From an optimization exercise on the open Yosys and OpenROAD flow, aimed at small area, a short achievable clock period and few clock cycles per item; shortcuts taken in it are not production practice.
In this exercise RTL edits were held to simulation tests only and were not proved equivalent to the original.
The clock port is modelled as an ideal driver, which makes a skipped or thinned clock tree look cheaper than it is; a real chip needs a root buffer or a tree.
Power is estimated from default activity; no workload was simulated.

// toy_language_char_tokenizer
module toy_language_char_tokenizer
(
   input  logic        clock,
   input  logic        reset,
   input  logic        req_valid,
   output logic        req_stall,
   input  logic [7:0]  req_char_in,
   input  logic        req_end_of_input,
   output logic        rsp_valid,
   input  logic        rsp_stall,
   output logic [4:0]  rsp_token_kind,
   output logic [4:0]  rsp_text_length,
   output logic [63:0] rsp_text_first,
   output logic [63:0] rsp_text_second,
   output logic        rsp_text_overflow,
   output logic        rsp_last_of_run
);
clock: 5.5 ns
lec_check: 0
abc_clock_period_in_ps: 2200
cap_margin: 20
core_margin: 2
core_utilization: 65
setup_slack_margin: 3.3
slew_margin: 20
standard.sh (not shown) runs the stock make flow with config.mk's settings and CLKGATE_MAP_FILE= SYNTH_SCRIPT=/design/flow/synth_recipe.tcl, a recipe that flattens the netlist after the stock synthesis.
==> flow/flow/run.sh <==
#!/bin/bash
# The standard layout with two changes: plain buffers (not delay cells) on the
# ports, and a two-level clock tree (four root buffers, ten leaf buffers, each
# driving a cluster of nearby flip-flops) in place of ORFS's clock tree, which
# has one level more. ORFS's own output is in standard_flow.log and orfs/logs.
set -euo pipefail
bash standard.sh \
  "BUFFER_PORTS_ARGS=-buffer_cell sky130_fd_sc_hd__buf_1" \
  "PRE_CTS_TCL=$PWD/flow/cts_hook.tcl" \
  finish > standard_flow.log 2>&1
==> flow/flow/cts_hook.tcl <==
# A two-level clock tree: the clock port drives four root buffers, each of
# which drives the leaf buffers of its part of the core; each leaf buffer
# drives a cluster of nearby flip-flops.
proc my_manual_cts {args} {
  set db [ord::get_db]
  set block [ord::get_db_block]
  set nleaf 10
  set leafm [$db findMaster sky130_fd_sc_hd__clkbuf_16]
  set rootm [$db findMaster sky130_fd_sc_hd__clkbuf_16]
  set clk_port_net [[$block findBTerm clock] getNet]
  set sinks {}
  set xs {}
  set ys {}
  foreach it [$clk_port_net getITerms] {
    lappend sinks $it
    set bb [[$it getInst] getBBox]
    lappend xs [expr {([$bb xMin] + [$bb xMax]) / 2.0}]
    lappend ys [expr {([$bb yMin] + [$bb yMax]) / 2.0}]
  }
  set n [llength $sinks]
  # k-means on the sink positions, seeded along a space-filling order
  set order [lsort -integer -indices [lmap x $xs y $ys {expr {int($y / 20000) * 1000000 + (int($y / 20000) % 2 ? -int($x) : int($x))}}]]
  set cx {}; set cy {}
  for {set k 0} {$k < $nleaf} {incr k} {
    set i [lindex $order [expr {int(($k + 0.5) * $n / $nleaf)}]]
    lappend cx [lindex $xs $i]; lappend cy [lindex $ys $i]
  }
  set cap [expr {int(ceil(1.15 * $n / $nleaf))}]
  for {set iter 0} {$iter < 30} {incr iter} {
    # balanced assignment: each sink to the nearest centre with room, farthest sinks first
    set cnt [lrepeat $nleaf 0]
    set asg [lrepeat $n -1]
    set pairs {}
    for {set i 0} {$i < $n} {incr i} {
      set best 1e30
      for {set k 0} {$k < $nleaf} {incr k} {
        set d [expr {abs([lindex $xs $i] - [lindex $cx $k]) + abs([lindex $ys $i] - [lindex $cy $k])}]
        if {$d < $best} { set best $d }
      }
      lappend pairs [list $i $best]
    }
    foreach p [lsort -real -decreasing -index 1 $pairs] {
      set i [lindex $p 0]
      set best 1e30; set bk -1
      for {set k 0} {$k < $nleaf} {incr k} {
        if {[lindex $cnt $k] >= $cap} continue
        set d [expr {abs([lindex $xs $i] - [lindex $cx $k]) + abs([lindex $ys $i] - [lindex $cy $k])}]
        if {$d < $best} { set best $d; set bk $k }
      }
      lset asg $i $bk
      lset cnt $bk [expr {[lindex $cnt $bk] + 1}]
    }
    set sx [lrepeat $nleaf 0.0]; set sy [lrepeat $nleaf 0.0]
    for {set i 0} {$i < $n} {incr i} {
      set k [lindex $asg $i]
      lset sx $k [expr {[lindex $sx $k] + [lindex $xs $i]}]
      lset sy $k [expr {[lindex $sy $k] + [lindex $ys $i]}]
    }
    for {set k 0} {$k < $nleaf} {incr k} {
      if {[lindex $cnt $k] > 0} {
        lset cx $k [expr {[lindex $sx $k] / [lindex $cnt $k]}]
        lset cy $k [expr {[lindex $sy $k] / [lindex $cnt $k]}]
      }
    }
  }
  set nroot 4
  # group the leaves into nroot groups by angle around the centre
  set mx 0.0; set my 0.0
  for {set k 0} {$k < $nleaf} {incr k} { set mx [expr {$mx + [lindex $cx $k]}]; set my [expr {$my + [lindex $cy $k]}] }
  set mx [expr {$mx / $nleaf}]; set my [expr {$my / $nleaf}]
  set ang {}
  for {set k 0} {$k < $nleaf} {incr k} { lappend ang [expr {atan2([lindex $cy $k] - $my, [lindex $cx $k] - $mx)}] }
  set ord [lsort -real -indices $ang]
  set leafnets {}
  for {set k 0} {$k < $nleaf} {incr k} { lappend leafnets {} }
  for {set r 0} {$r < $nroot} {incr r} {
    set members {}
    for {set q 0} {$q < $nleaf} {incr q} { if {$q * $nroot / $nleaf == $r} { lappend members [lindex $ord $q] } }
    set rx 0.0; set ry 0.0
    foreach k $members { set rx [expr {$rx + [lindex $cx $k]}]; set ry [expr {$ry + [lindex $cy $k]}] }
    set rx [expr {int($rx / [llength $members])}]; set ry [expr {int($ry / [llength $members])}]
    set root [odb::dbInst_create $block $rootm clkbuf_root_${r}_clock]
    $root setLocation $rx $ry
    $root setPlacementStatus PLACED
    set rootnet [odb::dbNet_create $block clknet_root_${r}_clock]
    $rootnet setSigType CLOCK
    [$root findITerm A] connect $clk_port_net
    [$root findITerm X] connect $rootnet
    foreach k $members {
      set leaf [odb::dbInst_create $block $leafm clkbuf_leaf_${k}_clock]
      $leaf setLocation [expr {int([lindex $cx $k])}] [expr {int([lindex $cy $k])}]
      $leaf setPlacementStatus PLACED
      set net [odb::dbNet_create $block clknet_leaf_${k}_clock]
      $net setSigType CLOCK
      [$leaf findITerm A] connect $rootnet
      [$leaf findITerm X] connect $net
      lset leafnets $k $net
    }
  }
  for {set i 0} {$i < $n} {incr i} {
    set it [lindex $sinks $i]
    $it disconnect
    $it connect [lindex $leafnets [lindex $asg $i]]
  }
  $clk_port_net setSigType CLOCK
  puts "my_manual_cts: $n sinks, $nleaf leaves of [$leafm getName], counts $cnt"
  set_propagated_clock [all_clocks]
}

# ORFS's cts.tcl calls clock_tree_synthesis right after this hook: build the
# two-level tree above in its place. Everything else in cts.tcl (placement
# legalisation, timing repair) runs as usual.
rename clock_tree_synthesis my_orfs_clock_tree_synthesis
proc clock_tree_synthesis {args} {
  my_manual_cts
}
Testbench counts at the start, summed over its fixed seeds: cycles 25,414, items 24,000.
==> next run, changes <==
--- a/flow/config.mk
+++ b/flow/config.mk
@@ -9,5 +9,5 @@
 export CAP_MARGIN = 20
 export CORE_MARGIN = 2
-export CORE_UTILIZATION = 65
+export CORE_UTILIZATION = 70
 export SETUP_SLACK_MARGIN = 3.3
 export SLEW_MARGIN = 20
Effect:
- worst setup slack got worse by 0.050 ns
- design area is about the same
- total power hardly moves
- critical path depth grows by 5
==> next run, changes <==
--- a/flow/flow/run.sh
+++ b/flow/flow/run.sh
@@ -1,5 +1,5 @@
 #!/bin/bash
 # The standard layout with two changes: plain buffers (not delay cells) on the
-# ports, and a two-level clock tree (four root buffers, ten leaf buffers, each
+# ports, and a two-level clock tree (four root buffers, twelve leaf buffers, each
 # driving a cluster of nearby flip-flops) in place of ORFS's clock tree, which
 # has one level more. ORFS's own output is in standard_flow.log and orfs/logs.
--- a/flow/flow/cts_hook.tcl
+++ b/flow/flow/cts_hook.tcl
@@ -5,6 +5,6 @@
   set db [ord::get_db]
   set block [ord::get_db_block]
-  set nleaf 10
-  set leafm [$db findMaster sky130_fd_sc_hd__clkbuf_16]
+  set nleaf 12
+  set leafm [$db findMaster sky130_fd_sc_hd__clkbuf_8]
   set rootm [$db findMaster sky130_fd_sc_hd__clkbuf_16]
   set clk_port_net [[$block findBTerm clock] getNet]
--- a/flow/config.mk
+++ b/flow/config.mk
@@ -7,7 +7,7 @@
 export LEC_CHECK = 0
 export ABC_CLOCK_PERIOD_IN_PS = 2200
-export CAP_MARGIN = 20
+export CAP_MARGIN = 0
 export CORE_MARGIN = 2
-export CORE_UTILIZATION = 70
+export CORE_UTILIZATION = 65
 export SETUP_SLACK_MARGIN = 3.3
-export SLEW_MARGIN = 20
+export SLEW_MARGIN = 0
Outcome: Sequential share of layout area increases by 0.70 points; first-iteration DRC count falls by a little under a tenth; global-route usage decreases by 2.4 points; cell count does not change; die area rose by a little under a tenth; wire length drops by a few percent; clock power fell by about a fifth; final area falls slightly; power fell by a few percent.
==> next run, changes <==
--- a/flow/config.mk
+++ b/flow/config.mk
@@ -7,7 +7,7 @@
 export LEC_CHECK = 0
 export ABC_CLOCK_PERIOD_IN_PS = 2200
-export CAP_MARGIN = 0
+export CAP_MARGIN = 20
 export CORE_MARGIN = 2
 export CORE_UTILIZATION = 65
-export SETUP_SLACK_MARGIN = 3.3
-export SLEW_MARGIN = 0
+export SETUP_SLACK_MARGIN = 3.38
+export SLEW_MARGIN = 20
The changed run produced a clean layout.
Die area does not change.
Utilization increases by 1.9 points.
Clock skew stays flat.
Design area increases by about 2.5%.
Sequential cell count stays the same.
==> next run, changes <==
--- a/flow/flow/run.sh
+++ b/flow/flow/run.sh
@@ -1,5 +1,5 @@
 #!/bin/bash
 # The standard layout with two changes: plain buffers (not delay cells) on the
-# ports, and a two-level clock tree (four root buffers, twelve leaf buffers, each
+# ports, and a two-level clock tree (four root buffers, ten leaf buffers, each
 # driving a cluster of nearby flip-flops) in place of ORFS's clock tree, which
 # has one level more. ORFS's own output is in standard_flow.log and orfs/logs.
--- a/flow/flow/cts_hook.tcl
+++ b/flow/flow/cts_hook.tcl
@@ -5,6 +5,6 @@
   set db [ord::get_db]
   set block [ord::get_db_block]
-  set nleaf 12
-  set leafm [$db findMaster sky130_fd_sc_hd__clkbuf_8]
+  set nleaf 10
+  set leafm [$db findMaster sky130_fd_sc_hd__clkbuf_16]
   set rootm [$db findMaster sky130_fd_sc_hd__clkbuf_16]
   set clk_port_net [[$block findBTerm clock] getNet]
--- a/flow/config.mk
+++ b/flow/config.mk
@@ -10,4 +10,4 @@
 export CORE_MARGIN = 2
 export CORE_UTILIZATION = 65
-export SETUP_SLACK_MARGIN = 3.38
+export SETUP_SLACK_MARGIN = 3.45
 export SLEW_MARGIN = 20
=>
- The changed run passed the timing, DRC and antenna checks
- synthesized area is unchanged
- die area stays the same
- worst hold slack gets worse by 0.037 ns
- register-to-register slack hardly moves
- total power went up by a little under a tenth
- global-route usage went up by 2.4 points
- combinational power went up by about a fifth
- final cell count went up slightly
- routed wire length went up by roughly a tenth
- design area went up by a few percent
- clock skew went up by 0.0072 ns
==> next run, changes <==
--- a/flow/flow/run.sh
+++ b/flow/flow/run.sh
@@ -1,5 +1,5 @@
 #!/bin/bash
 # The standard layout with two changes: plain buffers (not delay cells) on the
-# ports, and a two-level clock tree (four root buffers, ten leaf buffers, each
+# ports, and a two-level clock tree (four root buffers, twelve leaf buffers, each
 # driving a cluster of nearby flip-flops) in place of ORFS's clock tree, which
 # has one level more. ORFS's own output is in standard_flow.log and orfs/logs.
--- a/flow/flow/cts_hook.tcl
+++ b/flow/flow/cts_hook.tcl
@@ -5,6 +5,6 @@
   set db [ord::get_db]
   set block [ord::get_db_block]
-  set nleaf 10
-  set leafm [$db findMaster sky130_fd_sc_hd__clkbuf_16]
+  set nleaf 12
+  set leafm [$db findMaster sky130_fd_sc_hd__clkbuf_8]
   set rootm [$db findMaster sky130_fd_sc_hd__clkbuf_16]
   set clk_port_net [[$block findBTerm clock] getNet]
--- a/flow/config.mk
+++ b/flow/config.mk
@@ -10,4 +10,4 @@
 export CORE_MARGIN = 2
 export CORE_UTILIZATION = 65
-export SETUP_SLACK_MARGIN = 3.45
+export SETUP_SLACK_MARGIN = 3.3
 export SLEW_MARGIN = 20
Outcome: Critical path depth decreases by 1; total power is lower by 8.8%; clock skew falls by 0.0051 ns; via count came out lower by 8.1%; maximum frequency goes down by 3.6%; synthesized cell count stays the same; setup slack is worse by 0.078 ns; sequential share of layout area came out higher by 4.5 points; design area fell by 8.4%; global-route usage came out lower by 2.4 points; worst hold slack degrades by 0.0038 ns.
In every run of this note, the design's own scripts or RTL, not TritonCTS, make the clock network.

what the ideal ports hide:
No port has a modelled driver above. Below, the same layouts with a new extraction and two added sets of constraints.
Step 1: set_driving_cell puts a clkbuf_16 on clock and a buf_2 on each other input, an assumption about the parent block.
Step 2 adds t to the input delays and takes it off the output delays; t is the mean of the earliest and latest rising clock arrival at the registers after step 1. Input paths then give back, and output paths get back, about the clock's delay inside the block.
a / b / c = ideal / step 1 / step 2; a / b = the first two.
run	t, ns	setup WS [ns]	worst setup path at the end	latest minus earliest clock arrival (ns)	worst slew at a driven data input, ns
the first run	0.373	3.346 / 3.255 / 3.053	input to register	0.039 / 0.038	0.03
the second run	0.365	3.296 / 3.250 / 3.065	input to register	0.026 / 0.026	0.04
the third run	0.370	3.340 / 3.246 / 3.060	input to register	0.039 / 0.039	0.03
the fourth run	0.371	3.385 / 3.308 / 3.082	input to register	0.037 / 0.036	0.03
the fifth run	0.368	3.418 / 3.330 / 3.116	input to register	0.044 / 0.043	0.04
the sixth run	0.370	3.340 / 3.246 / 3.060	input to register	0.039 / 0.039	0.03
After both steps every run listed still meets setup and hold. The setup slack of the fourth run, which loses most, moves by -0.077 ns with the drivers and by -0.303 ns with both steps.
